From an optimization exercise on the open Yosys and OpenROAD flow, aimed at small area, a short achievable clock period and few clock cycles per item; shortcuts taken in it are not production practice.
Only simulation tests tie the RTL to the original design; equivalence was not proved.
No activity file was given, so power comes from the tool's default toggle rates.

### flow/design.v
package tlg_pkg;
    localparam int GRID_DIM = 16;
    localparam int ROW_W    = $clog2(GRID_DIM);
    localparam int BIRTH_COUNT   = 3;
    localparam int SURVIVE_COUNT = 2;
    localparam int STEP_LAST = GRID_DIM + 2;
    localparam int CLR_LAST  = GRID_DIM - 1;
    localparam int CNT_W     = $clog2(STEP_LAST + 1);
    typedef logic [GRID_DIM-1:0] t_row_word;
    typedef logic [ROW_W-1:0]    t_row_addr;
    typedef logic [CNT_W-1:0]    t_cnt;
    typedef logic [3:0]          t_nbr_cnt;
    typedef enum logic [2:0] {
        REQ_READ   = 3'd0,
        REQ_WRITE  = 3'd1,
        REQ_TOGGLE = 3'd2,
        REQ_STEP   = 3'd3,
        REQ_CLEAR  = 3'd4
    } t_req_type;
    typedef enum logic [2:0] {
        ST_INIT,
        ST_IDLE,
        ST_CELL_RD,
        ST_CELL_WR,
        ST_STEP,
        ST_CLEAR,
        ST_DONE
    } t_state;
    typedef struct packed {
        logic      we;
        t_row_addr waddr;
        t_row_word wdata;
        logic      re;
        t_row_addr raddr;
    } t_ram_req;
endpackage
module tlg_row_ram (
    input  logic              i_clk,
    input  tlg_pkg::t_ram_req i_req,
    output tlg_pkg::t_row_word o_rdata
);
    tlg_pkg::t_row_word r_mem [0:tlg_pkg::GRID_DIM-1];
    tlg_pkg::t_row_word r_rdata;
    always_ff @(posedge i_clk) begin
        if (i_req.we) begin
            r_mem[i_req.waddr] <= i_req.wdata;
        end
    end
    always_ff @(posedge i_clk) begin
        if (i_req.re) begin
            r_rdata <= r_mem[i_req.raddr];
        end
    end
    assign o_rdata = r_rdata;
endmodule
module tlg_fa (
    input  logic i_a,
    input  logic i_b,
    input  logic i_c,
    output logic o_s,
    output logic o_k
);
    assign o_s = i_a ^ i_b ^ i_c;
    assign o_k = (i_a & i_b) | (i_a & i_c) | (i_b & i_c);
endmodule
module tlg_row_rule (
    input  tlg_pkg::t_row_word i_above,
    input  tlg_pkg::t_row_word i_center,
    input  tlg_pkg::t_row_word i_below,
    output tlg_pkg::t_row_word o_next
);
    localparam int N = tlg_pkg::GRID_DIM;
    tlg_pkg::t_row_word s, k;
    for (genvar c = 0; c < N; c++) begin : g_v
        tlg_fa u_v (.i_a(i_above[c]), .i_b(i_center[c]), .i_c(i_below[c]), .o_s(s[c]), .o_k(k[c]));
    end
    for (genvar c = 0; c < N; c++) begin : g_col
        localparam int L = (c + N - 1) % N;
        localparam int R = (c + 1) % N;
        logic x0, x1, y0, y1, u;
        tlg_fa u_x (.i_a(s[L]), .i_b(s[c]), .i_c(s[R]), .o_s(x0), .o_k(x1));
        tlg_fa u_y (.i_a(k[L]), .i_b(k[c]), .i_c(k[R]), .o_s(y0), .o_k(y1));
        assign u = x1 ^ y0;
        assign o_next[c] = x0 ? (u && !y1) : (i_center[c] && !u && (x1 ^ y1));
    end
endmodule
module toroidal_life_grid_engine_core (
    input  logic       i_clk,
    input  logic       i_rst_n,
    input  logic       s_axis_tvalid,
    output logic       s_axis_tready,
    input  logic [15:0] s_axis_tdata,   
    input  logic [2:0] s_axis_tuser,    
    output logic       m_axis_tvalid,
    input  logic       m_axis_tready,
    output logic [7:0] m_axis_tdata     
);
    localparam int N = tlg_pkg::GRID_DIM;
    localparam int H = N / 2;
    localparam int QD = 4;               
    tlg_pkg::t_row_word r_live  [0:N-1];
    tlg_pkg::t_row_word r_prior [0:N-1];
    logic         x_valid;     
    logic         x_cell;      
    logic         x_step;      
    logic         x_tog;
    logic         x_wr;        
    logic         x_val;       
    logic         x_pclr;      
    logic [3:0]   x_col;
    logic [N-1:0] x_rsel;      
    logic [N-1:0] x_rrow;      
    logic [N-1:0] x_csel;      
    logic         r_step2;     
    logic         r_pclr;      
    logic         z_valid, z_cell;
    logic [3:0]   z_col;
    tlg_pkg::t_row_word z_live, z_prior;
    logic [2:0]   r_cnt;
    logic         r_ready;
    logic         r_ovalid;
    logic [1:0]   r_q [0:QD-1];
    logic         accept, deliver;
    logic [2:0]   code;
    assign accept  = s_axis_tvalid && r_ready;
    assign deliver = r_ovalid && m_axis_tready;
    assign code    = s_axis_tuser;
    always_ff @(posedge i_clk) begin
        x_col <= s_axis_tdata[3:0];
        x_tog <= i_rst_n && (code == tlg_pkg::REQ_TOGGLE);
        x_wr  <= !i_rst_n || (code == tlg_pkg::REQ_WRITE) || (code == tlg_pkg::REQ_CLEAR);
        x_val <= i_rst_n && (code == tlg_pkg::REQ_WRITE) && s_axis_tdata[8];
        for (int i = 0; i < N; i++) begin
            x_rsel[i] <= !i_rst_n || (accept && (code == tlg_pkg::REQ_CLEAR))
                       || (accept && ((code == tlg_pkg::REQ_WRITE) || (code == tlg_pkg::REQ_TOGGLE))
                           && (s_axis_tdata[7:4] == 4'(i)));
            x_csel[i] <= !i_rst_n || (code == tlg_pkg::REQ_CLEAR) || (s_axis_tdata[3:0] == 4'(i));
            x_rrow[i] <= (s_axis_tdata[7:4] == 4'(i));
        end
        if (!i_rst_n) begin
            x_valid <= 1'b0;
            x_cell  <= 1'b0;
            x_step  <= 1'b0;
            x_pclr  <= 1'b1;
            r_step2 <= 1'b0;
            r_pclr  <= 1'b0;
        end else begin
            x_valid <= accept;
            x_cell  <= accept && ((code == tlg_pkg::REQ_READ) || (code == tlg_pkg::REQ_WRITE)
                                  || (code == tlg_pkg::REQ_TOGGLE));
            x_step  <= accept && (code == tlg_pkg::REQ_STEP);
            x_pclr  <= accept && (code == tlg_pkg::REQ_CLEAR);
            r_step2 <= x_step;
            r_pclr  <= x_pclr;
        end
    end
    tlg_pkg::t_row_word live_row, prior_row, new_row, wr_row;
    always_comb begin
        live_row  = '0;
        prior_row = '0;
        for (int r = 0; r < N; r++) begin
            live_row  = live_row  | ({N{x_rrow[r]}} & r_live[r]);
            prior_row = prior_row | ({N{x_rrow[r]}} & r_prior[r]);
        end
    end
    assign new_row  = x_tog ? ~live_row : (x_wr ? {N{x_val}} : live_row);
    assign wr_row   = (x_csel & new_row) | (~x_csel & live_row);
    tlg_pkg::t_row_word r_halo_a, r_halo_b;
    tlg_pkg::t_row_word half_next [0:H-1];
    for (genvar j = 0; j < H; j++) begin : g_rule
        tlg_row_rule u_rule (
            .i_above  ((j == 0)     ? r_halo_a : r_live[j - 1]),
            .i_center (r_live[j]),
            .i_below  ((j == H - 1) ? r_halo_b : r_live[j + 1]),
            .o_next   (half_next[j])
        );
    end
    logic stepping;
    assign stepping = x_step || r_step2;
    always_ff @(posedge i_clk) begin
        for (int r = 0; r < N; r++) begin
            if (stepping) begin
                r_live[r] <= (r < H) ? r_live[r + H] : half_next[r - H];
            end else if (x_rsel[r]) begin
                r_live[r] <= wr_row;
            end
            if (((r < H) ? x_step : r_step2) || r_pclr) begin
                r_prior[r] <= r_live[r % H];
            end
        end
        if (x_step) begin
            r_halo_a <= r_live[H-1];
            r_halo_b <= r_live[0];
        end else if (r_step2) begin
            r_halo_a <= half_next[H-1];
            r_halo_b <= half_next[0];
        end else begin
            if (x_rsel[N-1]) r_halo_a <= wr_row;
            if (x_rsel[H])   r_halo_b <= wr_row;
        end
    end
    always_ff @(posedge i_clk) begin
        z_col   <= x_col;
        z_cell  <= x_cell;
        z_live  <= wr_row;
        z_prior <= r_pclr ? '0 : prior_row;
        if (!i_rst_n) begin
            z_valid <= 1'b0;
        end else begin
            z_valid <= x_valid;
        end
    end
    logic [1:0] res;
    assign res = {z_cell && z_prior[z_col], z_cell && z_live[z_col]};
    logic [2:0] cnt_next;
    logic [3:0] owed_next;
    always_comb begin
        cnt_next = r_cnt;
        if (z_valid && !deliver) cnt_next = r_cnt + 3'd1;
        if (!z_valid && deliver) cnt_next = r_cnt - 3'd1;
        owed_next = 4'(cnt_next) + 4'(x_valid) + 4'(accept);
    end
    always_ff @(posedge i_clk) begin
        if (!i_rst_n) begin
            r_cnt    <= '0;
            r_ovalid <= 1'b0;
            r_ready  <= 1'b1;
        end else begin
            r_cnt    <= cnt_next;
            r_ovalid <= (cnt_next != 3'd0);
            r_ready  <= (owed_next < 4'(QD)) && !(accept && (code == tlg_pkg::REQ_STEP));
        end
    end
    always_ff @(posedge i_clk) begin
        for (int i = 0; i < QD; i++) begin
            if (z_valid && (3'(i) == r_cnt - 3'(deliver))) begin
                r_q[i] <= res;
            end else if (deliver && i < QD - 1) begin
                r_q[i] <= r_q[i+1];
            end
        end
    end
    assign s_axis_tready = r_ready;
    assign m_axis_tvalid = r_ovalid;
    assign m_axis_tdata  = {6'b0, r_q[0]};
endmodule
### flow/run.sh
#!/bin/bash
# synth_recipe.tcl (not shown) runs the flow's synth.tcl, then flattens the netlist and writes it again
# the make line also repeats each setting of config.mk as NAME=value (left out here)
make -C /OpenROAD-flow-scripts/flow DESIGN_CONFIG=/design/flow/config.mk WORK_HOME=/design/flow/orfs CLKGATE_MAP_FILE= SYNTH_SCRIPT=/design/flow/synth_recipe.tcl finish
### flow/config.mk
export PLATFORM = sky130hd
export DESIGN_NAME = toroidal_life_grid_engine_core
export DESIGN_NICKNAME = toroidal_life_grid_engine_core
export VERILOG_FILES = /design/flow/design.v
export SDC_FILE = /design/flow/constraint.sdc
export NUM_CORES = 4
export LEC_CHECK = 0
export CAP_MARGIN = 20
export CORE_MARGIN = 2
export CORE_UTILIZATION = 40
export SETUP_SLACK_MARGIN = 2.4
export SLEW_MARGIN = 20
export SYNTH_HIERARCHICAL = 1
export SYNTH_MINIMUM_KEEP_SIZE = 0
### flow/constraint.sdc
create_clock -name core_clock -period 5.0 [get_ports {i_clk}]
set_input_delay 1.0000 -clock core_clock [delete_from_list [all_inputs] [get_ports {i_clk}]]
set_output_delay 1.0000 -clock core_clock [all_outputs]
set_load 0.01 [all_outputs]
==> key figures, run 1 <==
Logic synthesis
  • Sequential element share of the synthesized area: 0.4721
  • Ys async rst share: 0
  • #FFs+latches synth: 656
  • Most frequent cell after synthesis: edfxtp_1
  • Synth top cells by count: edfxtp_1, a21o_1, fa_1
  • Mapped cell area: 0.03952 sq mm
  • Top cell type's share of synthesized area: 0.4194
  • Synth top area cells: edfxtp_1, fa_1, a21o_1
  • Area leader, netlist: edfxtp_1
  • Most common flop cell mapped by yosys: edfxtp_1
  • Yosys cell types: 53
  • Post-synth EDFFs: 552
  • Synth Warn #: 14
  • Cells after Synth: 2839
  • Syn_area_per_cell: 13.92 sq um

Worst setup path
  • CP Capture Type: flip-flop
  • Critical path required time: 5370 ps
  • Slowest-stage cell, CP: fa_2
  • CP Data Arrival Time: 3120 ps
  • Crit Path Class: flip-flop to flip-flop
  • Worst path cell trace: fa_2 > fa_2 > a21oi_2 > a311oi_2 > a21o_1 > a221o_1
  • Worst-path maximum fanout: 4
  • CP peak stage delay: 740 ps
  • CP startpoint kind: flip-flop
  • Most used cell along the critical path: fa_2

STA
  • Setup_tns: 0 ps
  • F_max: 363.1 MHz
  • Clock skew: 37.47 ps
  • RSZ-0062 raised after global routing: yes
  • # setup viols final: 0
  • Slew Viols, Final: 0
  • Worst-Margin Slew: 993.7 ps
  • Slew HR: 0.3375
  • Min Tclk post-route: 2754 ps
  • Period utilization: 0.5509
  • Final hold violation count: 0

Routing
  • Pre-antenna DRT Iters: 5
  • Vias per cell: 6.485
  • Via Count: 29660
  • WL final: 136400 um
  • DR DRC count: 0
  • Iteration-0 DRC Markers: 3171
  • Post-route ant nets: 0
  • Average wire per standard cell: 29.83 um

Clock tree
  • H-tree depth: 3
  • TritonCTS buffer count: 74
  • CTS max path bufs: 3
  • Skew-Pair Late Insertion Delay: 630 ps
  • Clk root buf: clkbuf_16
  • Reg clk slew, reported paths: 60 ps
  • Clock sinks: 656
  • CTS tree: done

Finish
  • # fillers: 8463
  • Storage cell area: 0.01869 sq mm
  • N_diodes: 0
  • Final Cell Area: 0.04785 sq mm
  • Multi-input gate area: 0.02137 sq mm
  • Nets: 3639
  • Post-Layout Cell Count: 4573
  • Share of cells above drive strength 1: 0.2900
  • Area Growth Syn to Fin: 21.07%

Global routing
  • GRT Overall Usage: 0.2624
  • First-pass GRT wire length: 195900 um
  • Remaining Overflow, GRT: 0
  • Largest net degree at the start of global routing: 116
  • Vias in the first global route: 29790
  • Initial antenna violation count: 2

Floorplan
  • Top Ports: 33
  • Placeable Area: 0.09813 sq mm
  • Die area: 0.1013 sq mm
  • Die X: 318.3 um
  • Starting density of the core: 0.4027
  • Rows: 115
  • Die span in y: 318.3 um

Status
  • Status: no timing/DRC/antenna violations

Pwr
  • Power per cell area: 617.6 mW/mm^2
  • Leak Pwr: 0.01858 uW
  • VDD IR max: 333.3 uV

Placed design
  • Final Wtd Congestion: 0.9287
  • Placed cell count: 4071
  • Placed cell area: 0.04107 sq mm
  • Port-buffer cells: 19
  • Post-DP HPWL: 91980 um

Job
  • Max-Cap Viols: 0

Worst hold path
  • HP Class: flip-flop to flip-flop
modules after synthesis (local to each module, per instance):
module,cell area (sq um),times used,cells,flops+latches
tlg_fa,20.02,384,1,0
tlg_row_rule,700.7,8,96,0
toroidal_life_grid_engine_core,26230,1,1687,656
cell usage in the layout, fill, tap and decap left out, drive strengths merged, types with 3 or more instances in the layout:
| master | n |
|---|---|
| or2 | 7 |
| inv | 8 |
| a31oi | 16 |
| nor2b | 5 |
| mux2i | 32 |
| clkbuf | 102 |
| nor3b | 3 |
| nor4b | 128 |
| nor2 | 34 |
| a21o | 387 |
| and4 | 16 |
| nand3b | 129 |
| edfxtp | 552 |
| buf | 416 |
| a311oi | 129 |
| bufinv | 3 |
| conb | 6 |
| and2 | 8 |
| and3 | 17 |
| a221oi | 112 |
| a22o | 116 |
| dfxtp | 104 |
| nand2 | 66 |
| o21ai | 50 |
| nor3 | 8 |
| fa | 384 |
| nand3 | 3 |
| nand2b | 139 |
| ha | 5 |
| clkdlybuf4s50 | 17 |
| a21oi | 150 |
| or3 | 19 |
| a22oi | 32 |
| mux2 | 6 |
| xnor2 | 5 |
| a221o | 32 |
| clkinv | 25 |
logic make-up (layout without fill, tap and decap cells):
| logic type | Yosys count | count (layout) | share of synthesized area |
|---|---|---|---|
| XOR/XNOR | 6 | 6 | 0.001330 |
| other | 1 | 6 | 0.00009489 |
| AND/OR/NAND/NOR | 581 | 582 | 0.09976 |
| AO/OA/AOI/OAI | 1034 | 1034 | 0.1968 |
| multiplexers | 38 | 38 | 0.01422 |
| flip-flops | 656 | 656 | 0.4721 |
| adder cells (fa/ha/maj) | 389 | 389 | 0.1961 |
| buffers and inverters | 134 | 575 | 0.01960 |
worst max-delay path, delay by kind of cell (launching register included):
family / cells / cell delay, ps
DFF: 1 / 520
adders and majority gates: 2 / 1260
AOI/OAI and AO/OA: 4 / 730
metrics by stage:
stage	power, uW	hold slack, ps	util	worst slack [ps]
floorplan	17630	309.6	-	2416
global placement	19990	311.2	0.4185	1817
detailed placement	20940	314.6	0.4185	1788
CTS	27430	328.1	0.4709	2269
global route	31060	327.2	0.4876	2189
finish	29550	327.8	0.4876	2246
final cells by class:
cell class                 count  share of cell area
multi-input combinational   2055              0.4467
sequential                   656              0.3906
timing repair buffer         435             0.07942
clock buffer                 102             0.04393
tap                         1287             0.03366
clock inverter                33            0.005178
inverter                       5           0.0004969
path summary, 6_finish.rpt:
kind	slack (ps)	start	end	cells past startpoint
max	2250	r_live[6][9]	r_halo_a[9]	6
min	330	x_col[2]	z_col[2]	0
max reg2reg	2250	r_live[6][9]	r_halo_a[9]	6
min reg2reg	330	x_col[2]	z_col[2]	0
flip-flops by register name (all words and copies together), names as in the netlist, 4 cells and up:
register,cells
r_live,256
r_prior,256
r_halo_a,16
r_halo_b,16
x_csel,16
x_rrow,16
x_rsel,16
z_live,16
z_prior,16
r_q,8
x_col,4
z_col,4
layer usage:
layer | global-route usage | share of wire | up-vias
met5 | 0 | 0.000095 | -
met4 | 0.1310 | 0.055 | 2
met3 | 0.06461 | 0.10 | 369
met2 | 0.4172 | 0.46 | 1759
met1 | 0.3349 | 0.38 | 15390
li1 | - | - | 12140
what timing repair did:
item | in CTS | in global routing
pin swaps | 122 | 156
hold buffers | 0 | 0
resized for setup | 158 | 236
endpoints found under the setup margin | 388 | 288
cloned | 1 | 0
buffers inserted | 288 | 78
power by group:
| part | total (uW) | internal, uW | switching (uW) |
|---|---|---|---|
| Clock | 5410 | 3100 | 2310 |
| Combinational | 16600 | 7930 | 8690 |
| Sequential | 7510 | 6950 | 566 |
| Total | 29600 | 18000 | 11600 |
Testbench counts, summed over its fixed seeds: cycles 5,851, items 4,800.
==> inputs of run 2 (changes only) <==
--- a/flow/config.mk
+++ b/flow/config.mk
@@ -8,7 +8,6 @@
 export CAP_MARGIN = 20
 export CORE_MARGIN = 2
 export CORE_UTILIZATION = 40
-export SETUP_SLACK_MARGIN = 2.4
 export SLEW_MARGIN = 20
 export SYNTH_HIERARCHICAL = 1
 export SYNTH_MINIMUM_KEEP_SIZE = 0
==> run 2 against run 1 <==
Net effect: still clean on timing, DRC and antenna; routed wire length fell by 3.5%; via count down 5.0%; cell area down 8.9%; sequential power is 4.5% higher.
==> key figures, run 2 <==
STA
  • RSZ-0062 raised after global routing: no (was yes)
  • F_max: 325.0 MHz (was 363.1 MHz)
  • Slew Viols, Final: 0 (unchanged)
  • Clock skew: 33.97 ps (was 37.47 ps)
  • Final hold violation count: 0 (unchanged)
  • Setup_tns: 0 ps (unchanged)
  • # setup viols final: 0 (unchanged)
  • Min Tclk post-route: 3077 ps (was 2754 ps)
  • Min Hold Slack: 324.6 ps (was 327.8 ps)
  • Period utilization: 0.6155 (was 0.5509)
  • Slew HR: 0.2132 (was 0.3375)
  • Worst-Margin Slew: 1180 ps (was 993.7 ps)

Finish
  • N_diodes: 0 (unchanged)
  • Nets: 3276 (was 3639)
  • Area Growth Syn to Fin: 10.28% (was 21.07%)
  • # fillers: 8759 (was 8463)
  • Biggest regs: r_live x256, r_prior x256 (unchanged)
  • Final Util: 0.4441 (was 0.4876)
  • Commonest non-fill, non-tap cell in the layout: edfxtp_1 (unchanged)
  • Final Cell Area: 0.04358 sq mm (was 0.04785 sq mm)
  • Share of cells above drive strength 1: 0.08442 (was 0.2900)
  • Most frequent cells in the layout: edfxtp_1, a21o_1, fa_1, a21oi_1, nand2b_1 (was edfxtp_1, a21o_1, buf_4, fa_2, fa_1)

Floorplan
  • Top Ports: 33 (unchanged)
  • Die area: 0.1013 sq mm (unchanged)
  • Die X: 318.3 um (unchanged)
  • Starting density of the core: 0.4027 (unchanged)
  • Die span in y: 318.3 um (unchanged)
  • Rows: 115 (unchanged)
  • Placeable Area: 0.09813 sq mm (unchanged)

Logic synthesis
  • Post-synth EDFFs: 552 (unchanged)
  • Synth top area cells: edfxtp_1, fa_1, a21o_1 (unchanged)
  • Most frequent cell after synthesis: edfxtp_1 (unchanged)
  • Mapped cell area: 0.03952 sq mm (unchanged)
  • Cells after Synth: 2839 (unchanged)
  • Synth Warn #: 14 (unchanged)
  • Sequential element share of the synthesized area: 0.4721 (unchanged)
  • Yosys cell types: 53 (unchanged)
  • Syn_area_per_cell: 13.92 sq um (unchanged)
  • Area leader, netlist: edfxtp_1 (unchanged)
  • Ys async rst share: 0 (unchanged)
  • #FFs+latches synth: 656 (unchanged)
  • Most common flop cell mapped by yosys: edfxtp_1 (unchanged)
  • Top cell type's share of synthesized area: 0.4194 (unchanged)
  • Synth top cells by count: edfxtp_1, a21o_1, fa_1 (unchanged)

Clock tree
  • Post-CTS Setup Bufs: 0 (was 288)
  • # hold bufs at CTS: 0 (unchanged)
  • Skew-Pair Late Insertion Delay: 640 ps (was 630 ps)
  • CTS max path bufs: 3 (unchanged)
  • Clock sinks: 656 (unchanged)
  • CTS resizes: 0 (was 158)
  • TritonCTS buffer count: 75 (was 74)
  • H-tree depth: 3 (unchanged)
  • Reg clk slew, reported paths: 60 ps (about the same)
  • Clk root buf: clkbuf_16 (unchanged)
  • CTS tree: done (unchanged)

Worst setup path
  • CP startpoint kind: flip-flop (unchanged)
  • Worst R2R Start: x_rrow[4] (was r_live[6][9])
  • Crit Path Class: flip-flop to flip-flop (unchanged)
  • Worst-path maximum fanout: 19 (was 4)
  • CP Data Arrival Time: 3570 ps (was 3120 ps)
  • Critical path required time: 5490 ps (was 5370 ps)
  • CP Capture Type: flip-flop (unchanged)
  • Crit path from: x_rrow[4] (was r_live[6][9])

Global routing
  • Met2 Use GR: 0.4073 (was 0.4172)
  • GR Layer Usage met1: 0.3392 (was 0.3349)
  • Vias in the first global route: 28440 (was 29790)
  • Global Route met3 Usage: 0.05425 (was 0.06461)
  • Initial antenna violation count: 0 (was 2)
  • First-pass GRT wire length: 192100 um (was 195900 um)
  • Largest net degree at the start of global routing: 130 (was 116)
  • Grt peak-use layer: met2 (unchanged)
  • Remaining Overflow, GRT: 0 (unchanged)
  • GRT Overall Usage: 0.2569 (was 0.2624)

Placed design
  • Placed cell area: 0.04106 sq mm (was 0.04107 sq mm)
  • Final Wtd Congestion: 0.9281 (was 0.9287)
  • Port-buffer cells: 19 (unchanged)
  • Post-DP HPWL: 91760 um (was 91980 um)

Job
  • Max-Cap Viols: 0 (unchanged)

Routing
  • DR DRC count: 0 (unchanged)
  • WL final: 131600 um (was 136400 um)
  • Average wire per standard cell: 31.24 um (was 29.83 um)
  • Pre-antenna DRT Iters: 5 (unchanged)
  • Vias per cell: 6.691 (was 6.485)
  • Iteration-0 DRC Markers: 3288 (was 3171)
  • Via Count: 28190 (was 29660)
  • Post-route ant nets: 0 (unchanged)

Status
  • Status: no timing/DRC/antenna violations (unchanged)

Worst hold path
  • Hold path start: x_cell (was x_col[2])
  • HP Class: flip-flop to flip-flop (unchanged)

Pwr
  • Leak Pwr: 0.01680 uW (was 0.01858 uW)
  • VDD IR max: 278.3 uV (was 333.3 uV)
  • Total power: 26900 uW (was 29550 uW)
  • Power per cell area: 617.2 mW/mm^2 (was 617.6 mW/mm^2)
## run 2: cell types whose count changed in the layout (fill, tap and decap cells not counted), moves of 6 or more
cell	change
buf_4	-302
fa_1	+226
fa_2	-226
a311oi_1	+71
a311oi_2	-71
a21oi_1	+44
a21oi_2	-44
buf_6	-36
buf_12	-25
clkinv_1	-6
## run 2: cell families (layout without fill, tap and decap cells)
group / count (synthesis) / in the layout / synth area share
muxes: 38 / 38 / 0.01422
other: 1 / 6 / 0.00009489
AOI/OAI and AO/OA: 1034 / 1034 / 0.1968
xor gates and xnor gates: 6 / 6 / 0.001330
adders and majority gates: 389 / 389 / 0.1961
DFF: 656 / 656 / 0.4721
buffers and inverters: 134 / 216 / 0.01960
and+or+nand+nor: 581 / 581 / 0.09976
## run 2: per-stage QoR
stage / cells / setup WS [ps]
after CTS: 4213 / 1713
final: 4213 / 1923
after global placement: 4074 / 1483
after floorplan: 2844 / 2153
after detailed placement: 4074 / 1504
after global routing: 4213 / 1846
## run 2: critical path, stage by stage (launching register included)
cell and delay (ps):
dfxtp_2 570, buf_4 380, a22o_1 250, a221oi_1 430, and4_4 390, mux2i_4 670, a221o_1 210
## run 2: path summary, 6_finish.rpt
| kind | slack (ps) | cells after the start | endpoint |
|---|---|---|---|
| max | 1920 | 6 | r_halo_a[6] |
| min reg2reg | 320 | 0 | z_cell |
| min | 320 | 0 | z_cell |
| max reg2reg | 1920 | 6 | r_halo_a[6] |
## run 2: per-layer routing
layer  wire length (um)  vias to the layer above
met1              50390                    14780
li1                   -                    11440
met5                  0                        -
met3              12970                      341
met2              61840                     1623
met4               6399                        0
## run 2: area by class of cell
class | count | area (sq um) | share of cell area
Multi-Input combinational cell | 2054 | 20150 | 0.4623
Sequential cell | 656 | 18680 | 0.4286
Clock buffer | 101 | 2097 | 0.04812
Tap cell | 1287 | 1610 | 0.03695
Timing Repair Buffer | 72 | 625.6 | 0.01436
Clock inverter | 38 | 404.1 | 0.009273
Inverter | 5 | 18.77 | 0.0004307
## run 2: per-module statistics from Yosys (local to each module, per instance)
module / cell area (sq um) / flops+latches / cells inside
tlg_fa: 20.02 / 0 / 1
tlg_row_rule: 700.7 / 0 / 96
toroidal_life_grid_engine_core: 26230 / 656 / 1687
## run 2: where the power goes
group          leakage [uW]  switching, uW  internal, uW
logic               0.00933           7410          5980
clock network       0.00122           2370          3280
registers           0.00625            896          6950
==> inputs of run 3 (changes only) <==
--- a/flow/design.v
+++ b/flow/design.v
@@ -97,7 +97,7 @@
 );
     localparam int N = tlg_pkg::GRID_DIM;
     localparam int H = N / 2;
-    localparam int QD = 4;               
+    localparam int QD = 3;               
     tlg_pkg::t_row_word r_live  [0:N-1];
     tlg_pkg::t_row_word r_prior [0:N-1];
     logic         x_valid;     
@@ -108,15 +108,15 @@
     logic         x_val;       
     logic         x_pclr;      
     logic [3:0]   x_col;
+    logic [N-1:0] x_rrow;      
+    logic         x_wt;        
+    logic         x_all;       
     logic [N-1:0] x_rsel;      
-    logic [N-1:0] x_rrow;      
     logic [N-1:0] x_csel;      
     logic         r_step2;     
     logic         r_pclr;      
-    logic         z_valid, z_cell;
-    logic [3:0]   z_col;
-    tlg_pkg::t_row_word z_live, z_prior;
-    logic [2:0]   r_cnt;
+    logic [2:0]   r_cnt;       
+    logic [2:0]   r_owed;      
     logic         r_ready;
     logic         r_ovalid;
     logic [1:0]   r_q [0:QD-1];
@@ -128,13 +128,11 @@
     always_ff @(posedge i_clk) begin
         x_col <= s_axis_tdata[3:0];
         x_tog <= i_rst_n && (code == tlg_pkg::REQ_TOGGLE);
+        x_wt  <= accept && ((code == tlg_pkg::REQ_WRITE) || (code == tlg_pkg::REQ_TOGGLE));
+        x_all <= !i_rst_n || (accept && (code == tlg_pkg::REQ_CLEAR));
         x_wr  <= !i_rst_n || (code == tlg_pkg::REQ_WRITE) || (code == tlg_pkg::REQ_CLEAR);
         x_val <= i_rst_n && (code == tlg_pkg::REQ_WRITE) && s_axis_tdata[8];
         for (int i = 0; i < N; i++) begin
-            x_rsel[i] <= !i_rst_n || (accept && (code == tlg_pkg::REQ_CLEAR))
-                       || (accept && ((code == tlg_pkg::REQ_WRITE) || (code == tlg_pkg::REQ_TOGGLE))
-                           && (s_axis_tdata[7:4] == 4'(i)));
-            x_csel[i] <= !i_rst_n || (code == tlg_pkg::REQ_CLEAR) || (s_axis_tdata[3:0] == 4'(i));
             x_rrow[i] <= (s_axis_tdata[7:4] == 4'(i));
         end
         if (!i_rst_n) begin
@@ -164,6 +162,10 @@
         end
     end
     assign new_row  = x_tog ? ~live_row : (x_wr ? {N{x_val}} : live_row);
+    for (genvar i = 0; i < N; i++) begin : g_sel
+        assign x_rsel[i] = x_all || (x_wt && x_rrow[i]);
+        assign x_csel[i] = x_all || (x_col == 4'(i));
+    end
     assign wr_row   = (x_csel & new_row) | (~x_csel & live_row);
     tlg_pkg::t_row_word r_halo_a, r_halo_b;
     tlg_pkg::t_row_word half_next [0:H-1];
@@ -199,41 +201,33 @@
             if (x_rsel[H])   r_halo_b <= wr_row;
         end
     end
-    always_ff @(posedge i_clk) begin
-        z_col   <= x_col;
-        z_cell  <= x_cell;
-        z_live  <= wr_row;
-        z_prior <= r_pclr ? '0 : prior_row;
-        if (!i_rst_n) begin
-            z_valid <= 1'b0;
-        end else begin
-            z_valid <= x_valid;
-        end
-    end
     logic [1:0] res;
-    assign res = {z_cell && z_prior[z_col], z_cell && z_live[z_col]};
-    logic [2:0] cnt_next;
-    logic [3:0] owed_next;
+    assign res = {x_cell && !r_pclr && prior_row[x_col], x_cell && wr_row[x_col]};
+    logic [2:0] cnt_next, owed_next;
     always_comb begin
         cnt_next = r_cnt;
-        if (z_valid && !deliver) cnt_next = r_cnt + 3'd1;
-        if (!z_valid && deliver) cnt_next = r_cnt - 3'd1;
-        owed_next = 4'(cnt_next) + 4'(x_valid) + 4'(accept);
+        if (x_valid && !deliver) cnt_next = r_cnt + 3'd1;
+        if (!x_valid && deliver) cnt_next = r_cnt - 3'd1;
+        owed_next = r_owed;
+        if (accept && !deliver) owed_next = r_owed + 3'd1;
+        if (!accept && deliver) owed_next = r_owed - 3'd1;
     end
     always_ff @(posedge i_clk) begin
         if (!i_rst_n) begin
             r_cnt    <= '0;
+            r_owed   <= '0;
             r_ovalid <= 1'b0;
             r_ready  <= 1'b1;
         end else begin
             r_cnt    <= cnt_next;
+            r_owed   <= owed_next;
             r_ovalid <= (cnt_next != 3'd0);
-            r_ready  <= (owed_next < 4'(QD)) && !(accept && (code == tlg_pkg::REQ_STEP));
+            r_ready  <= (owed_next < 3'(QD)) && !(accept && (code == tlg_pkg::REQ_STEP));
         end
     end
     always_ff @(posedge i_clk) begin
         for (int i = 0; i < QD; i++) begin
-            if (z_valid && (3'(i) == r_cnt - 3'(deliver))) begin
+            if (x_valid && (3'(i) == r_cnt - 3'(deliver))) begin
                 r_q[i] <= res;
             end else if (deliver && i < QD - 1) begin
                 r_q[i] <= r_q[i+1];
--- a/flow/config.mk
+++ b/flow/config.mk
@@ -7,7 +7,9 @@
 export LEC_CHECK = 0
 export CAP_MARGIN = 20
 export CORE_MARGIN = 2
-export CORE_UTILIZATION = 40
+export CORE_UTILIZATION = 60
+export PLACE_DENSITY = 0.75
+export SETUP_SLACK_MARGIN = 2.0
 export SLEW_MARGIN = 20
 export SYNTH_HIERARCHICAL = 1
 export SYNTH_MINIMUM_KEEP_SIZE = 0
==> run 3 against run 2 <==
Net effect: clock skew fell by 16 ps; setup slack better by 18 ps; sequential share of layout area down 1.8 points; clock-buffer cell count decreased by 27; global-route usage rose by 12 points; critical endpoint is now r_q[1][1]; critical path depth up 2; synthesized cell count is 0.11% lower; largest power group unchanged; combinational power up 19%.
==> key figures, run 3 <==
Floorplan
  • Starting density of the core: 0.6049 (was 0.4027)
  • Die area: 0.06539 sq mm (was 0.1013 sq mm)
  • Rows: 92 (was 115)
  • Top Ports: 33 (unchanged)
  • Placeable Area: 0.06285 sq mm (was 0.09813 sq mm)
  • Die span in y: 255.7 um (was 318.3 um)
  • Die X: 255.7 um (was 318.3 um)

Routing
  • Pre-antenna DRT Iters: 7 (was 5)
  • WL final: 126600 um (was 131600 um)
  • DR DRC count: 0 (unchanged)
  • DRT met1 WL: 43440 um (was 50390 um)
  • Met3 Wirelength: 17950 um (was 12970 um)
  • Uppermost layer routed: met5 (was met4)
  • WL met2: 56240 um (was 61840 um)
  • Average wire per standard cell: 32.92 um (was 31.24 um)
  • Vias per cell: 7.532 (was 6.691)
  • Post-route ant nets: 0 (unchanged)
  • Iteration-0 DRC Markers: 4177 (was 3288)
  • Via Count: 28960 (was 28190)

Logic synthesis
  • Synth Warn #: 14 (unchanged)
  • Area leader, netlist: edfxtp_1 (unchanged)
  • Most common flop cell mapped by yosys: edfxtp_1 (unchanged)
  • Cells after Synth: 2836 (was 2839)
  • Top cell type's share of synthesized area: 0.4344 (was 0.4194)
  • Mapped cell area: 0.03802 sq mm (was 0.03952 sq mm)
  • Most frequent cell after synthesis: edfxtp_1 (unchanged)
  • Synth top cells by count: edfxtp_1, fa_1, a21o_1 (was edfxtp_1, a21o_1, fa_1)
  • Syn_area_per_cell: 13.41 sq um (was 13.92 sq um)
  • Yosys cell types: 64 (was 53)
  • Post-synth EDFFs: 550 (was 552)
  • Ys async rst share: 0 (unchanged)
  • Synth top area cells: edfxtp_1, fa_1, a21o_1 (unchanged)
  • #FFs+latches synth: 589 (was 656)
  • Sequential element share of the synthesized area: 0.4550 (was 0.4721)

STA
  • Worst-Margin Slew: 1045 ps (was 1180 ps)
  • Slew HR: 0.3031 (was 0.2132)
  • Final WS setup: 1941 ps (was 1923 ps)
  • Min Hold Slack: 429.0 ps (was 324.6 ps)
  • Setup_tns: 0 ps (unchanged)
  • # setup viols final: 0 (unchanged)
  • Final hold violation count: 0 (unchanged)
  • Slew Viols, Final: 0 (unchanged)
  • Min Tclk post-route: 3059 ps (was 3077 ps)
  • F_max: 326.9 MHz (was 325.0 MHz)
  • Clock skew: 18.01 ps (was 33.97 ps)
  • RSZ-0062 raised after global routing: no (unchanged)
  • Period utilization: 0.6119 (was 0.6155)

Worst hold path
  • HP Class: flip-flop to flip-flop (unchanged)

Clock tree
  • CTS max path bufs: 3 (unchanged)
  • Clock sinks: 589 (was 656)
  • Clk root buf: clkbuf_16 (unchanged)
  • TritonCTS buffer count: 61 (was 75)
  • Reg clk slew, reported paths: 60 ps (about the same)
  • Skew-Pair Late Insertion Delay: 640 ps (about the same)
  • CTS tree: done (unchanged)
  • H-tree depth: 2 (was 3)

Worst setup path
  • CP startpoint kind: flip-flop (unchanged)
  • RR Endpoint: r_q[1][1] (was r_halo_a[6])
  • Worst-path maximum fanout: 14 (was 19)
  • CP Capture Type: flip-flop (unchanged)
  • Reg2Reg Depth: 8 (was 6)
  • CP Data Arrival Time: 3570 ps (about the same)
  • Crit Path Class: flip-flop to flip-flop (unchanged)
  • Crit path to: r_q[1][1] (was r_halo_a[6])
  • Crit path from: x_rrow[8] (was x_rrow[4])
  • Critical path required time: 5510 ps (was 5490 ps)
  • Worst R2R Start: x_rrow[8] (was x_rrow[4])
  • R2R Setup Slk: 1940 ps (was 1920 ps)

Placed design
  • Final Wtd Congestion: 0.9556 (was 0.9281)
  • Post-DP HPWL: 88270 um (was 91760 um)
  • Port-buffer cells: 19 (unchanged)
  • Placed cell area: 0.03903 sq mm (was 0.04106 sq mm)
  • Pre-CTS setup slack: 1482 ps (was 1504 ps)
  • Placed cell count: 3633 (was 4074)

Finish
  • Nets: 3364 (was 3276)
  • # fillers: 4423 (was 8759)
  • Storage cell area: 0.01736 sq mm (was 0.01868 sq mm)
  • Final Cell Area: 0.04232 sq mm (was 0.04358 sq mm)
  • Commonest non-fill, non-tap cell in the layout: edfxtp_1 (unchanged)
  • Multi-input gate area: 0.02021 sq mm (was 0.02015 sq mm)
  • Biggest regs: r_live x256, r_prior x256 (unchanged)
  • N_diodes: 0 (unchanged)
  • Most frequent cells in the layout: edfxtp_1, fa_1, a21o_1, o21a_1, a21oi_1 (was edfxtp_1, a21o_1, fa_1, a21oi_1, nand2b_1)
  • Share of cells above drive strength 1: 0.1217 (was 0.08442)
  • Post-Layout Cell Count: 3845 (was 4213)
  • Area Growth Syn to Fin: 11.31% (was 10.28%)

Global routing
  • Largest net degree at the start of global routing: 83 (was 130)
  • Initial antenna violation count: 3 (was 0)
  • Vias in the first global route: 28970 (was 28440)
  • First-pass GRT wire length: 183200 um (was 192100 um)
  • GRT Overall Usage: 0.3791 (was 0.2569)
  • Remaining Overflow, GRT: 0 (unchanged)

Pwr
  • Power per cell area: 660.7 mW/mm^2 (was 617.2 mW/mm^2)
  • VDD IR max: 496.4 uV (was 278.3 uV)
  • Leak Pwr: 0.01546 uW (was 0.01680 uW)

Job
  • Max-Cap Viols: 0 (unchanged)

Status
  • Status: no timing/DRC/antenna violations (unchanged)
[run 3: cell types whose count changed after synthesis, sizes merged, moves of 18 or more]
cell    delta
a22o      -46
a221o     -26
clkbuf    -18
a22oi     +54
nand4     +21
dfxtp     -65
nand3     +23
a21o     -174
mux2i     -22
nand2     +21
o21a     +177
buf       +26
a221oi    -40
nor2      +20
[run 3: cell type report]
type                       count  area share
tap                          846     0.02501
sequential                   589      0.4102
multi-input combinational   2106      0.4776
timing repair buffer         184     0.03844
inverter                       9   0.0007983
clock buffer                  74     0.03885
clock inverter                37    0.009077
[run 3: what timing repair did]
item	4_1_cts	5_1_grt
setup buffers	0	101
hold buffers	0	0
resized for setup	44	64
pin swaps	2	5
cloned	0	0
setup endpoints to repair	199	178
[run 3: routing by layer]
layer,vias to the layer above,global-route usage
met5,-,0
met4,4,0.2141
met3,555,0.1019
met2,2292,0.5768
met1,14550,0.4973
li1,11560,-
[run 3: power breakdown]
group	leakage [uW]	switching [uW]	internal (uW)
Clock	0.00101	2010	2740
Sequential	0.00579	877	6420
Combinational	0.00866	8780	7150
Total	0.0155	11700	16300
[run 3: cell families after synthesis]
kind of cell    after synthesis  share of synthesized area
fa+ha+maj                   390                     0.2042
buf+inv                     146                    0.02195
other cells                   1                 0.00009864
mux                          15                   0.004114
xor+xnor                      9                   0.002074
compound gates             1023                     0.2000
flops                       589                     0.4550
simple gates                663                     0.1126
[run 3: Yosys stat by module, one instance, submodules excluded]
| module | flops+latches | cells inside |
|---|---|---|
| tlg_fa | 0 | 1 |
| tlg_row_rule | 0 | 96 |
| toroidal_life_grid_engine_core | 589 | 1684 |
[run 3: per-stage QoR]
step	power, uW	util
CTS	27180	0.6553
detailed placement	22380	0.6210
floorplan	18630	-
global route	29470	0.6733
finish	27960	0.6733
global placement	21070	0.6210
[run 3: worst max-delay path: stages (launching register included)]
cell	delay (ps)
dfxtp_2	730
buf_4	350
a22oi_1	130
nand2_1	80
a2111oi_0	70
nor4_2	640
o22ai_2	290
nor4b_2	400
mux2_2	230
[run 3: worst min-delay path by stage]
stage	start	to	depth (start not counted)
floorplan	x_pclr	r_pclr	1
global placement	x_pclr	r_pclr	1
detailed placement	x_pclr	r_pclr	1
CTS	x_pclr	r_pclr	1
global route	x_pclr	r_pclr	1
finish	x_pclr	r_pclr	1
Testbench counts of run 3, summed over its fixed seeds: cycles 5,843, items 4,800.
==> inputs of run 4 (changes only) <==
--- a/flow/config.mk
+++ b/flow/config.mk
@@ -7,9 +7,9 @@
 export LEC_CHECK = 0
 export CAP_MARGIN = 20
 export CORE_MARGIN = 2
-export CORE_UTILIZATION = 60
-export PLACE_DENSITY = 0.75
-export SETUP_SLACK_MARGIN = 2.0
+export CORE_UTILIZATION = 55
+export SETUP_SLACK_MARGIN = 2.2
 export SLEW_MARGIN = 20
 export SYNTH_HIERARCHICAL = 1
 export SYNTH_MINIMUM_KEEP_SIZE = 0
+export TNS_END_PERCENT = 0
==> run 4 against run 3 <==
Net effect: worst hold slack gained 13 ps; critical endpoint is now r_q[0][1]; largest cell class unchanged; combinational power increased by 5%; still clean; via count rose by 1.1%; final cell count is 6.5% higher; die area rose by 8.9%.
==> key figures, run 4 <==
Routing
  • Iteration-0 DRC Markers: 3819 (was 4177)
  • Average wire per standard cell: 33.57 um (was 32.92 um)
  • DR DRC count: 0 (unchanged)
  • Post-route ant nets: 0 (unchanged)
  • Vias per cell: 7.147 (was 7.532)
  • Via Count: 29270 (was 28960)
  • Pre-antenna DRT Iters: 6 (was 7)
  • WL final: 137500 um (was 126600 um)

Worst setup path
  • Worst path cell trace: buf_12 > buf_12 > clkbuf_16 > a22oi_1 > nand3_1 > a2111oi_4 > nor4_1 > buf_4 > o22ai_4 > nor4b_2 > buf_4 > mux2_2 (was buf_4 > a22oi_1 > nand2_1 > a2111oi_0 > nor4_2 > o22ai_2 > nor4b_2 > mux2_2)
  • CP peak stage delay: 360 ps (was 730 ps)
  • Crit-path leading delay family: buffers and inverters (was simple AND/OR/NAND/NOR gates)
  • CP startpoint kind: flip-flop (unchanged)
  • Worst-path maximum fanout: 5 (was 14)
  • CP Capture Type: flip-flop (unchanged)
  • CP Data Arrival Time: 3250 ps (was 3570 ps)
  • Critical path required time: 5370 ps (was 5510 ps)
  • Buffers plus inverters on the worst setup path: 5 (was 1)
  • Slowest-stage cell, CP: dfxtp_4 (was dfxtp_2)
  • Crit Path Class: flip-flop to flip-flop (unchanged)

STA
  • RSZ-0062 raised after global routing: yes (was no)
  • Worst-Margin Slew: 999.2 ps (was 1045 ps)
  • Period utilization: 0.5759 (was 0.6119)
  • Slew Viols, Final: 0 (unchanged)
  • Clock skew: 27.99 ps (was 18.01 ps)
  • Min Tclk post-route: 2879 ps (was 3059 ps)
  • Final hold violation count: 0 (unchanged)
  • Slew HR: 0.3339 (was 0.3031)
  • F_max: 347.3 MHz (was 326.9 MHz)
  • # setup viols final: 0 (unchanged)
  • Setup_tns: 0 ps (unchanged)

Logic synthesis
  • Most common flop cell mapped by yosys: edfxtp_1 (unchanged)
  • Cells after Synth: 2836 (unchanged)
  • Yosys cell types: 64 (unchanged)
  • Ys async rst share: 0 (unchanged)
  • Sequential element share of the synthesized area: 0.4550 (unchanged)
  • Synth Warn #: 14 (unchanged)
  • Mapped cell area: 0.03802 sq mm (unchanged)
  • Area leader, netlist: edfxtp_1 (unchanged)
  • Synth top cells by count: edfxtp_1, fa_1, a21o_1 (unchanged)
  • Most frequent cell after synthesis: edfxtp_1 (unchanged)
  • #FFs+latches synth: 589 (unchanged)
  • Post-synth EDFFs: 550 (unchanged)
  • Synth top area cells: edfxtp_1, fa_1, a21o_1 (unchanged)
  • Syn_area_per_cell: 13.41 sq um (unchanged)
  • Top cell type's share of synthesized area: 0.4344 (unchanged)

Clock tree
  • # hold bufs at CTS: 0 (unchanged)
  • CTS tree: done (unchanged)
  • TritonCTS buffer count: 70 (was 61)
  • CTS max path bufs: 3 (unchanged)
  • Skew-Pair Late Insertion Delay: 630 ps (was 640 ps)
  • Clk root buf: clkbuf_16 (unchanged)
  • Clock sinks: 589 (unchanged)
  • Reg clk slew, reported paths: 60 ps (about the same)
  • H-tree depth: 3 (was 2)

Placed design
  • Post-DP HPWL: 94570 um (was 88270 um)
  • Final Wtd Congestion: 0.9402 (was 0.9556)
  • Port-buffer cells: 19 (unchanged)

Floorplan
  • Die area: 0.07124 sq mm (was 0.06539 sq mm)
  • Die span in y: 266.9 um (was 255.7 um)
  • Top Ports: 33 (unchanged)
  • Die X: 266.9 um (was 255.7 um)
  • Placeable Area: 0.06847 sq mm (was 0.06285 sq mm)
  • Rows: 96 (was 92)
  • Starting density of the core: 0.5553 (was 0.6049)

Status
  • Status: no timing/DRC/antenna violations (unchanged)

Finish
  • Nets: 3569 (was 3364)
  • Commonest non-fill, non-tap cell in the layout: edfxtp_1 (unchanged)
  • Area Growth Syn to Fin: 17.80% (was 11.31%)
  • Share of cells above drive strength 1: 0.2123 (was 0.1217)
  • Biggest regs: r_live x256, r_prior x256 (unchanged)
  • Most frequent cells in the layout: edfxtp_1, buf_4, fa_1, a21o_1, o21a_1 (was edfxtp_1, fa_1, a21o_1, o21a_1, a21oi_1)
  • Final Util: 0.6541 (was 0.6733)

Global routing
  • First-pass GRT wire length: 193800 um (was 183200 um)
  • GRT Overall Usage: 0.3828 (was 0.3791)
  • Largest net degree at the start of global routing: 129 (was 83)
  • Initial antenna violation count: 2 (was 3)
  • Vias in the first global route: 28400 (was 28970)
  • Remaining Overflow, GRT: 0 (unchanged)

Pwr
  • Power per cell area: 650.5 mW/mm^2 (was 660.7 mW/mm^2)
  • Total power: 29130 uW (was 27960 uW)
  • VDD IR max: 425.6 uV (was 496.4 uV)
  • Leak Pwr: 0.01665 uW (was 0.01546 uW)

Job
  • Max-Cap Viols: 0 (unchanged)

Worst hold path
  • HP Class: flip-flop to flip-flop (unchanged)
[run 4: cell types whose count changed in the layout (fill, tap and decap cells not counted), sizes merged]
cell | previous run | this run
buf | 165 | 358
bufinv | 8 | 6
clkbuf | 74 | 94
clkinv | 27 | 29
clkinvlp | 2 | 1
diode | 0 | 1
or2 | 8 | 9
[run 4: per-stage QoR]
stage          cell area [sq um]  worst slack, ps  hold slack [ps]  instances
2_1_floorplan              38040             2133            411.9       2841
3_3_place_gp               39190             1103            421.4       3683
3_5_place_dp               39190             1134            429.9       3683
4_1_cts                    42170             2063            443.2       3844
5_1_grt                    44780             2077            457.9       4094
6_report                   44780             2121            442.1       4095
[run 4: routing by layer]
layer,vias up,GRT usage,wire (um)
met5,-,0,144
li1,11980,-,-
met3,406,0.08949,14580
met1,15060,0.5052,51100
met2,1815,0.5938,63090
met4,4,0.2001,8531
[run 4: worst paths after layout]
kind                   start         to  slack [ps]  cells after the start
setup / recovery  x_rrow[13]  r_q[0][1]        2120                     12
hold / removal        x_pclr     r_pclr         440                      1
setup reg to reg  x_rrow[13]  r_q[0][1]        2120                     12
hold reg to reg       x_pclr     r_pclr         440                      1
[run 4: cells by family after synthesis]
family                     count (synthesis)  synth area share
AOI/OAI and AO/OA                       1023            0.2000
adders and majority gates                390            0.2042
other                                      1        0.00009864
muxes                                     15          0.004114
buffers and inverters                    146           0.02195
and+or+nand+nor                          663            0.1126
xor gates and xnor gates                   9          0.002074
DFF                                      589            0.4550
[run 4: final cells by class]
class                   count  area (sq um)
clock inverters            36         350.3
multi-input cells        2107         20640
clock buffers              92          1989
well taps                 882          1104
repair buffers            379          3302
fillers                  5162         23680
flip-flops and latches    589         17360
diodes                      1         2.502
inverters                   9         33.78
[run 4: timing repair]
| action | 4_1_cts | 5_1_grt |
|---|---|---|
| pin swaps | 10 | 44 |
| gates cloned | 1 | 1 |
| buffers inserted | 32 | 249 |
| setup endpoints to repair | 535 | 271 |
| gates resized for setup | 96 | 167 |
[run 4: where the power goes]
part	switching, uW	internal [uW]	total [uW]	leakage [uW]
logic	8990	7710	16700	0.00969
registers	767	6420	7180	0.00579
clock network	2140	3120	5250	0.00116
[run 4: Yosys stat by module (local to each module, per instance)]
module / flops+latches / cells inside
tlg_row_rule: 0 / 96
toroidal_life_grid_engine_core: 589 / 1684
tlg_fa: 0 / 1
==> inputs of run 5 (changes only) <==
--- a/flow/config.mk
+++ b/flow/config.mk
@@ -8,8 +8,7 @@
 export CAP_MARGIN = 20
 export CORE_MARGIN = 2
 export CORE_UTILIZATION = 55
-export SETUP_SLACK_MARGIN = 2.2
+export SETUP_SLACK_MARGIN = 1.8
 export SLEW_MARGIN = 20
 export SYNTH_HIERARCHICAL = 1
 export SYNTH_MINIMUM_KEEP_SIZE = 0
-export TNS_END_PERCENT = 0
==> run 5 against run 4 <==
Net effect: routed wire length is 4.1% lower; die area stayed put; core utilization is 4.8 points lower; sequential power is 3.2% higher; critical path depth is 4 lower; via count is 4.4% lower; synthesized cell count stayed put; cell area is 7.4% lower.
==> key figures, run 5 <==
Status
  • Status: no timing/DRC/antenna violations (unchanged)

Worst setup path
  • CP peak stage delay: 660 ps (was 360 ps)
  • Critical path required time: 5480 ps (was 5370 ps)
  • Crit Path Class: flip-flop to flip-flop (unchanged)
  • Worst path cell trace: buf_4 > a22oi_1 > nand4_1 > a2111oi_0 > nor4_2 > a211oi_2 > nor4b_4 > mux2_2 (was buf_12 > buf_12 > clkbuf_16 > a22oi_1 > nand3_1 > a2111oi_4 > nor4_1 > buf_4 > o22ai_4 > nor4b_2 > buf_4 > mux2_2)
  • Crit-path leading delay family: simple AND/OR/NAND/NOR gates (was buffers and inverters)
  • Worst-path maximum fanout: 20 (was 5)
  • Slowest-stage cell, CP: nor4_2 (was dfxtp_4)
  • CP Data Arrival Time: 3710 ps (was 3250 ps)
  • CP startpoint kind: flip-flop (unchanged)
  • CP Capture Type: flip-flop (unchanged)
  • Buffers plus inverters on the worst setup path: 1 (was 5)

Floorplan
  • Die X: 266.9 um (unchanged)
  • Die span in y: 266.9 um (unchanged)
  • Top Ports: 33 (unchanged)
  • Placeable Area: 0.06847 sq mm (unchanged)
  • Rows: 96 (unchanged)
  • Die area: 0.07124 sq mm (unchanged)
  • Starting density of the core: 0.5553 (unchanged)

Pwr
  • VDD IR max: 419.9 uV (was 425.6 uV)
  • Power per cell area: 670.3 mW/mm^2 (was 650.5 mW/mm^2)
  • Total power: 27800 uW (was 29130 uW)
  • Leak Pwr: 0.01498 uW (was 0.01665 uW)

Global routing
  • GR Layer Usage met1: 0.4999 (was 0.5052)
  • Remaining Overflow, GRT: 0 (unchanged)
  • Grt peak-use layer: met2 (unchanged)
  • Vias in the first global route: 27880 (was 28400)
  • Initial antenna violation count: 2 (unchanged)
  • GRT Overall Usage: 0.3742 (was 0.3828)
  • Met2 Use GR: 0.5715 (was 0.5938)
  • Global Route met3 Usage: 0.09678 (was 0.08949)
  • First-pass GRT wire length: 189700 um (was 193800 um)
  • Largest net degree at the start of global routing: 129 (unchanged)

Job
  • Max-Cap Viols: 0 (unchanged)

STA
  • Worst-Margin Slew: 1069 ps (was 999.2 ps)
  • Period utilization: 0.6459 (was 0.5759)
  • RSZ-0062 raised after global routing: no (was yes)
  • Min Tclk post-route: 3229 ps (was 2879 ps)
  • Final hold violation count: 0 (unchanged)
  • F_max: 309.7 MHz (was 347.3 MHz)
  • Slew HR: 0.2873 (was 0.3339)
  • Setup_tns: 0 ps (unchanged)
  • Clock skew: 21.74 ps (was 27.99 ps)
  • # setup viols final: 0 (unchanged)
  • Slew Viols, Final: 0 (unchanged)

Logic synthesis
  • Sequential element share of the synthesized area: 0.4550 (unchanged)
  • Post-synth EDFFs: 550 (unchanged)
  • Mapped cell area: 0.03802 sq mm (unchanged)
  • Yosys cell types: 64 (unchanged)
  • Cells after Synth: 2836 (unchanged)
  • Synth Warn #: 14 (unchanged)
  • #FFs+latches synth: 589 (unchanged)
  • Area leader, netlist: edfxtp_1 (unchanged)
  • Ys async rst share: 0 (unchanged)
  • Syn_area_per_cell: 13.41 sq um (unchanged)
  • Most frequent cell after synthesis: edfxtp_1 (unchanged)
  • Top cell type's share of synthesized area: 0.4344 (unchanged)
  • Synth top cells by count: edfxtp_1, fa_1, a21o_1 (unchanged)
  • Synth top area cells: edfxtp_1, fa_1, a21o_1 (unchanged)
  • Most common flop cell mapped by yosys: edfxtp_1 (unchanged)

Clock tree
  • H-tree depth: 3 (unchanged)
  • Skew-Pair Late Insertion Delay: 630 ps (about the same)
  • Clk root buf: clkbuf_16 (unchanged)
  • CTS tree: done (unchanged)
  • CTS max path bufs: 3 (unchanged)
  • Reg clk slew, reported paths: 70 ps (was 60 ps)
  • Clock sinks: 589 (unchanged)
  • TritonCTS buffer count: 68 (was 70)

Routing
  • WL final: 131800 um (was 137500 um)
  • Average wire per standard cell: 34.77 um (was 33.57 um)
  • Post-route ant nets: 0 (unchanged)
  • Via Count: 27980 (was 29270)
  • Iteration-0 DRC Markers: 3608 (was 3819)
  • DR DRC count: 0 (unchanged)
  • Pre-antenna DRT Iters: 6 (unchanged)
  • Vias per cell: 7.380 (was 7.147)

Finish
  • Area Growth Syn to Fin: 9.083% (was 17.80%)
  • Post-Layout Cell Count: 3791 (was 4095)
  • Commonest non-fill, non-tap cell in the layout: edfxtp_1 (unchanged)
  • Share of cells above drive strength 1: 0.07735 (was 0.2123)
  • Most frequent cells in the layout: edfxtp_1, fa_1, a21o_1, o21a_1, a21oi_1 (was edfxtp_1, buf_4, fa_1, a21o_1, o21a_1)
  • Biggest regs: r_live x256, r_prior x256 (unchanged)
  • N_diodes: 0 (was 1)
  • # fillers: 5408 (was 5162)
  • Nets: 3269 (was 3569)

Placed design
  • Final Wtd Congestion: 0.9724 (was 0.9402)
  • Placed cell count: 3664 (was 3683)
  • Port-buffer cells: 19 (unchanged)
  • Post-DP HPWL: 92450 um (was 94570 um)

Worst hold path
  • HP Class: flip-flop to flip-flop (unchanged)
==> run 5: cell counts after synthesis <==
No cell type changed its count.
==> run 5: where the power goes <==
group / internal (uW) / total, uW / switching (uW) / leakage (uW)
Clock: 2930 / 5050 / 2120 / 0.00108
Combinational: 6880 / 15300 / 8450 / 0.00811
Sequential: 6420 / 7410 / 995 / 0.00579
Total: 16200 / 27800 / 11600 / 0.0150
==> run 5: worst paths after layout <==
| path | start | endpoint | slack, ps | cells after the start |
|---|---|---|---|---|
| setup / recovery | x_rrow[0] | r_q[1][1] | 1770 | 8 |
| hold / removal | x_pclr | r_pclr | 440 | 1 |
| setup reg to reg | x_rrow[0] | r_q[1][1] | 1770 | 8 |
| hold reg to reg | x_pclr | r_pclr | 440 | 1 |
==> run 5: timing repair <==
item                       in CTS  in global routing
hold buffers                    0                  0
setup endpoints to repair     126                124
pin swaps                       2                  1
cloned                          1                  0
resized for setup              33                 12
buffers inserted                1                  2
==> run 5: final cells by class <==
class | instances | area, sq um | area share
clock buffer | 88 | 1883 | 0.04541
clock inverter | 35 | 341.6 | 0.008237
inverter | 9 | 33.78 | 0.0008146
multi-input combinational | 2107 | 20030 | 0.4829
sequential | 589 | 17360 | 0.4186
tap | 882 | 1104 | 0.02661
timing repair buffer | 81 | 725.7 | 0.01750
==> run 5: layer usage <==
layer | vias to the layer above | part of all wire
li1 | 11390 | -
met1 | 14490 | 0.38
met2 | 1729 | 0.45
met3 | 364 | 0.11
met4 | 4 | 0.056
met5 | - | 0.00024
==> run 5: cell families after synthesis <==
| family | after synthesis | synth area share |
|---|---|---|
| xor gates and xnor gates | 9 | 0.002074 |
| and+or+nand+nor | 663 | 0.1126 |
| adders and majority gates | 390 | 0.2042 |
| other | 1 | 0.00009864 |
| muxes | 15 | 0.004114 |
| DFF | 589 | 0.4550 |
| buffers and inverters | 146 | 0.02195 |
| AOI/OAI and AO/OA | 1023 | 0.2000 |
==> run 5: stage by stage <==
| step | hold WS (ps) | setup slack (ps) | util | cell area, sq um |
|---|---|---|---|---|
| 4_1_cts | 437.8 | 1797 | 0.6043 | 41380 |
| 5_1_grt | 461.2 | 1768 | 0.6057 | 41470 |
| 6_report | 439.7 | 1771 | 0.6057 | 41470 |
| 3_3_place_gp | 423.2 | 1299 | 0.5701 | 39030 |
| 3_5_place_dp | 423.6 | 1320 | 0.5701 | 39030 |
| 2_1_floorplan | 411.9 | 2125 | - | 38040 |
==> run 5: per-module statistics from Yosys, one instance, submodules excluded <==
module,times used,cell area (sq um),cells,flip-flops and latches
tlg_row_rule,8,700.7,96,0
tlg_fa,384,20.02,1,0
toroidal_life_grid_engine_core,1,24720,1684,589
==> run 5: worst register-to-register path, cell delays in order, from the launching register on <==
cell and delay [ps]:
dfxtp_4 610, buf_4 490, a22oi_1 190, nand4_1 120, a2111oi_0 100, nor4_2 660
a211oi_2 190, nor4b_4 490, mux2_2 250
==> inputs of run 6 (changes only) <==
--- a/flow/config.mk
+++ b/flow/config.mk
@@ -7,8 +7,8 @@
 export LEC_CHECK = 0
 export CAP_MARGIN = 20
 export CORE_MARGIN = 2
-export CORE_UTILIZATION = 55
-export SETUP_SLACK_MARGIN = 1.8
+export CORE_UTILIZATION = 40
+export SETUP_SLACK_MARGIN = 2.0
 export SLEW_MARGIN = 20
 export SYNTH_HIERARCHICAL = 1
 export SYNTH_MINIMUM_KEEP_SIZE = 0
==> run 6 against run 5 <==
Net effect: still clean on timing, DRC and antenna; routed wire length increased by 2.1%; total power increased by 1.3%; sequential share of layout area decreased by 1.6 points; setup slack improved by 220 ps; global-route usage decreased by 10 points; clock power decreased by 1%; area after synthesis unchanged; clock skew increased by 7.3 ps; highest routed layer is now met4.
==> key figures, run 6 <==
Worst setup path
  • Reg2Reg Depth: 10 (was 8)
  • Worst R2R Start: x_rrow[1] (was x_rrow[0])
  • CP peak stage delay: 450 ps (was 660 ps)
  • CP startpoint kind: flip-flop (unchanged)
  • Worst path cell trace: buf_8 > a22o_1 > a221oi_2 > nand4_1 > mux2i_2 > o21ai_1 > and4b_2 > nor3_4 > buf_4 > mux2_2 (was buf_4 > a22oi_1 > nand4_1 > a2111oi_0 > nor4_2 > a211oi_2 > nor4b_4 > mux2_2)
  • Worst-path maximum fanout: 15 (was 20)
  • Crit path from: x_rrow[1] (was x_rrow[0])
  • Critical path required time: 5350 ps (was 5480 ps)
  • Crit Path Class: flip-flop to flip-flop (unchanged)
  • RR Endpoint: r_q[1][0] (was r_q[1][1])
  • R2R Setup Slk: 1990 ps (was 1770 ps)
  • CP Capture Type: flip-flop (unchanged)
  • Slowest-stage cell, CP: dfxtp_4 (was nor4_2)
  • CP Data Arrival Time: 3360 ps (was 3710 ps)
  • Crit path to: r_q[1][0] (was r_q[1][1])

Pwr
  • Leak Pwr: 0.01558 uW (was 0.01498 uW)
  • Power per cell area: 653.9 mW/mm^2 (was 670.3 mW/mm^2)
  • Internal Power: 16450 uW (was 16240 uW)
  • Sw frac: 0.4158 (was 0.4159)
  • VDD IR max: 384.5 uV (was 419.9 uV)
  • Net load switching power: 11710 uW (was 11560 uW)
  • Comb pwr share: 0.565 (was 0.552)
  • Sequential power share: 0.259 (was 0.267)
  • Clock share of power: 0.177 (was 0.182)

Logic synthesis
  • Synth top cells by count: edfxtp_1, fa_1, a21o_1 (unchanged)
  • Syn_area_per_cell: 13.41 sq um (unchanged)
  • Top cell type's share of synthesized area: 0.4344 (unchanged)
  • Area leader, netlist: edfxtp_1 (unchanged)
  • Synth top area cells: edfxtp_1, fa_1, a21o_1 (unchanged)
  • Ys async rst share: 0 (unchanged)
  • Post-synth EDFFs: 550 (unchanged)
  • Mapped cell area: 0.03802 sq mm (unchanged)
  • Sequential element share of the synthesized area: 0.4550 (unchanged)
  • #FFs+latches synth: 589 (unchanged)
  • Synth Warn #: 14 (unchanged)
  • Cells after Synth: 2836 (unchanged)
  • Most common flop cell mapped by yosys: edfxtp_1 (unchanged)
  • Most frequent cell after synthesis: edfxtp_1 (unchanged)
  • Yosys cell types: 64 (unchanged)

Global routing
  • Largest net degree at the start of global routing: 109 (was 129)
  • Vias in the first global route: 28360 (was 27880)
  • GRT Overall Usage: 0.2717 (was 0.3742)
  • Initial antenna violation count: 1 (was 2)
  • First-pass GRT wire length: 193100 um (was 189700 um)
  • Remaining Overflow, GRT: 0 (unchanged)

Routing
  • WL final: 134600 um (was 131800 um)
  • Pre-antenna DRT Iters: 6 (unchanged)
  • DR DRC count: 0 (unchanged)
  • Via Count: 28470 (was 27980)
  • Post-route ant nets: 0 (unchanged)
  • Average wire per standard cell: 31.34 um (was 34.77 um)
  • Iteration-0 DRC Markers: 3819 (was 3608)
  • Vias per cell: 6.631 (was 7.380)

STA
  • F_max: 332.5 MHz (was 309.7 MHz)
  • # setup viols final: 0 (unchanged)
  • Setup_tns: 0 ps (unchanged)
  • Clock skew: 29.02 ps (was 21.74 ps)
  • Final hold violation count: 0 (unchanged)
  • RSZ-0062 raised after global routing: yes (was no)
  • Worst-Margin Slew: 957.7 ps (was 1069 ps)
  • Period utilization: 0.6014 (was 0.6459)
  • Slew HR: 0.3616 (was 0.2873)
  • Slew Viols, Final: 0 (unchanged)
  • Min Tclk post-route: 3007 ps (was 3229 ps)

Clock tree
  • Skew-Pair Late Insertion Delay: 630 ps (about the same)
  • Clock sinks: 589 (unchanged)
  • CTS max path bufs: 3 (unchanged)
  • TritonCTS buffer count: 66 (was 68)
  • Clk root buf: clkbuf_16 (unchanged)
  • # hold bufs at CTS: 0 (unchanged)
  • H-tree depth: 3 (unchanged)
  • CTS tree: done (unchanged)
  • Reg clk slew, reported paths: 60 ps (was 70 ps)

Job
  • Max-Cap Viols: 0 (unchanged)

Floorplan
  • Top Ports: 33 (unchanged)
  • Die span in y: 312.3 um (was 266.9 um)
  • Die X: 312.3 um (was 266.9 um)
  • Die area: 0.09753 sq mm (was 0.07124 sq mm)
  • Rows: 113 (was 96)
  • Placeable Area: 0.09459 sq mm (was 0.06847 sq mm)
  • Starting density of the core: 0.4019 (was 0.5553)

Placed design
  • Port-buffer cells: 19 (unchanged)
  • Final Wtd Congestion: 0.9446 (was 0.9724)
  • Post-DP HPWL: 97090 um (was 92450 um)
  • Placed cell count: 4068 (was 3664)

Finish
  • Most frequent cells in the layout: edfxtp_1, fa_1, a21o_1, o21a_1, buf_4 (was edfxtp_1, fa_1, a21o_1, o21a_1, a21oi_1)
  • Share of cells above drive strength 1: 0.1265 (was 0.07735)
  • Nets: 3390 (was 3269)
  • Post-Layout Cell Count: 4294 (was 3791)
  • Area Growth Syn to Fin: 13.28% (was 9.083%)
  • # fillers: 8396 (was 5408)
  • Biggest regs: r_live x256, r_prior x256 (unchanged)
  • Commonest non-fill, non-tap cell in the layout: edfxtp_1 (unchanged)

Worst hold path
  • HP Class: flip-flop to flip-flop (unchanged)

Status
  • Status: no timing/DRC/antenna violations (unchanged)
==> run 6: repair_timing <==
| item | in CTS | in global routing |
|---|---|---|
| pin swaps | 7 | 8 |
| resized for setup | 62 | 55 |
| endpoints found under the setup margin | 172 | 133 |
| setup buffers | 14 | 92 |
==> run 6: worst min-delay path by stage <==
stage | cells past startpoint | slack [ps] | start | endpoint
final | 1 | 470 | x_pclr | r_pclr
after global routing | 1 | 470 | x_pclr | r_pclr
after CTS | 1 | 470 | x_pclr | r_pclr
after detailed placement | 1 | 450 | x_pclr | r_pclr
after global placement | 1 | 430 | x_pclr | r_pclr
after floorplan | 1 | 410 | x_pclr | r_pclr
==> run 6: stage by stage <==
| stage | setup WS [ps] | power [uW] | utilization | hold WS [ps] | area (sq um) |
|---|---|---|---|---|---|
| 6_report | 1993 | 28160 | 0.4553 | 467.2 | 43070 |
| 5_1_grt | 1950 | 29850 | 0.4553 | 471.5 | 43070 |
| 4_1_cts | 1997 | 27590 | 0.4463 | 472.0 | 42220 |
| 3_5_place_dp | 1263 | 22530 | 0.4198 | 449.1 | 39710 |
| 3_3_place_gp | 1276 | 21400 | 0.4198 | 428.7 | 39710 |
| 2_1_floorplan | 2125 | 18630 | - | 411.9 | 38040 |
==> run 6: metal layers <==
| layer | global-route usage | up-vias | part of all wire |
|---|---|---|---|
| met5 | 0 | - | 0 |
| met4 | 0.1441 | 0 | 0.059 |
| met3 | 0.05800 | 362 | 0.11 |
| met2 | 0.4269 | 1813 | 0.46 |
| met1 | 0.3539 | 14680 | 0.37 |
| li1 | - | 11620 | - |
==> run 6: critical path: cells and delay by family, from the launching register on <==
| family | cells | cell delay [ps] |
|---|---|---|
| AOI/OAI and AO/OA | 3 | 660 |
| DFF | 1 | 450 |
| and+or+nand+nor | 3 | 670 |
| buffers and inverters | 2 | 380 |
| muxes | 2 | 560 |
==> run 6: area by class of cell <==
type	count	area, sq um	share of cell area
Timing Repair Buffer	205	1729	0.04015
Multi-Input combinational cell	2106	20210	0.4692
Tap cell	1265	1583	0.03675
Inverter	9	33.78	0.0007844
Clock buffer	86	1809	0.04201
Sequential cell	589	17350	0.4028
Clock inverter	33	354.1	0.008222
Antenna cell	1	2.502	0.00005810
==> run 6: power by group through the flow <==
stage          Combinational [uW]  Clock (uW)  Sequential, uW
6_report                    15900        4980            7280
5_1_grt                     17300        5210            7370
4_1_cts                     15200        5020            7370
3_5_place_dp                15100           0            7480
3_3_place_gp                14000           0            7440
2_1_floorplan               11600           0            7070
==> run 6: kinds of logic (layout without fill, tap and decap cells) <==
group	Yosys count	in the layout	synth area share
buffers and inverters	146	333	0.02195
and+or+nand+nor	663	663	0.1126
xor gates and xnor gates	9	9	0.002074
DFF	589	589	0.4550
adders and majority gates	390	390	0.2042
AOI/OAI and AO/OA	1023	1023	0.2000
muxes	15	15	0.004114
other	1	7	0.00009864
==> run 6: modules after synthesis (local to each module, per instance) <==
module	cell area [sq um]	flops+latches
tlg_row_rule	700.7	0
toroidal_life_grid_engine_core	24720	589
tlg_fa	20.02	0

==> re-timing with driven ports <==
How much do the figures lean on ideal ports? The routed layouts below were timed once more, with nothing changed but the port constraints. Step 1: set_driving_cell puts a clkbuf_16 on i_clk and a buf_2 on each other input, an assumption about the parent block. Step 2, shift: input delay + t, output delay - t, t = (earliest + latest rising clock arrival at the registers) / 2. This alone moves slack from input paths to output paths. Three values: no drivers, after step 1, after step 2; two values: the first two.
run	shift t [ns]	setup slack, ns
run 1	0.685	2.246 / 2.246 / 2.128
run 2	0.689	1.923 / 1.923 / 1.464
run 3	0.698	1.941 / 1.941 / 1.542
run 4	0.684	2.121 / 2.121 / 1.606
run 5	0.681	1.771 / 1.771 / 1.601
run 6	0.678	1.993 / 1.993 / 1.512
After both steps every run listed still meets setup and hold.
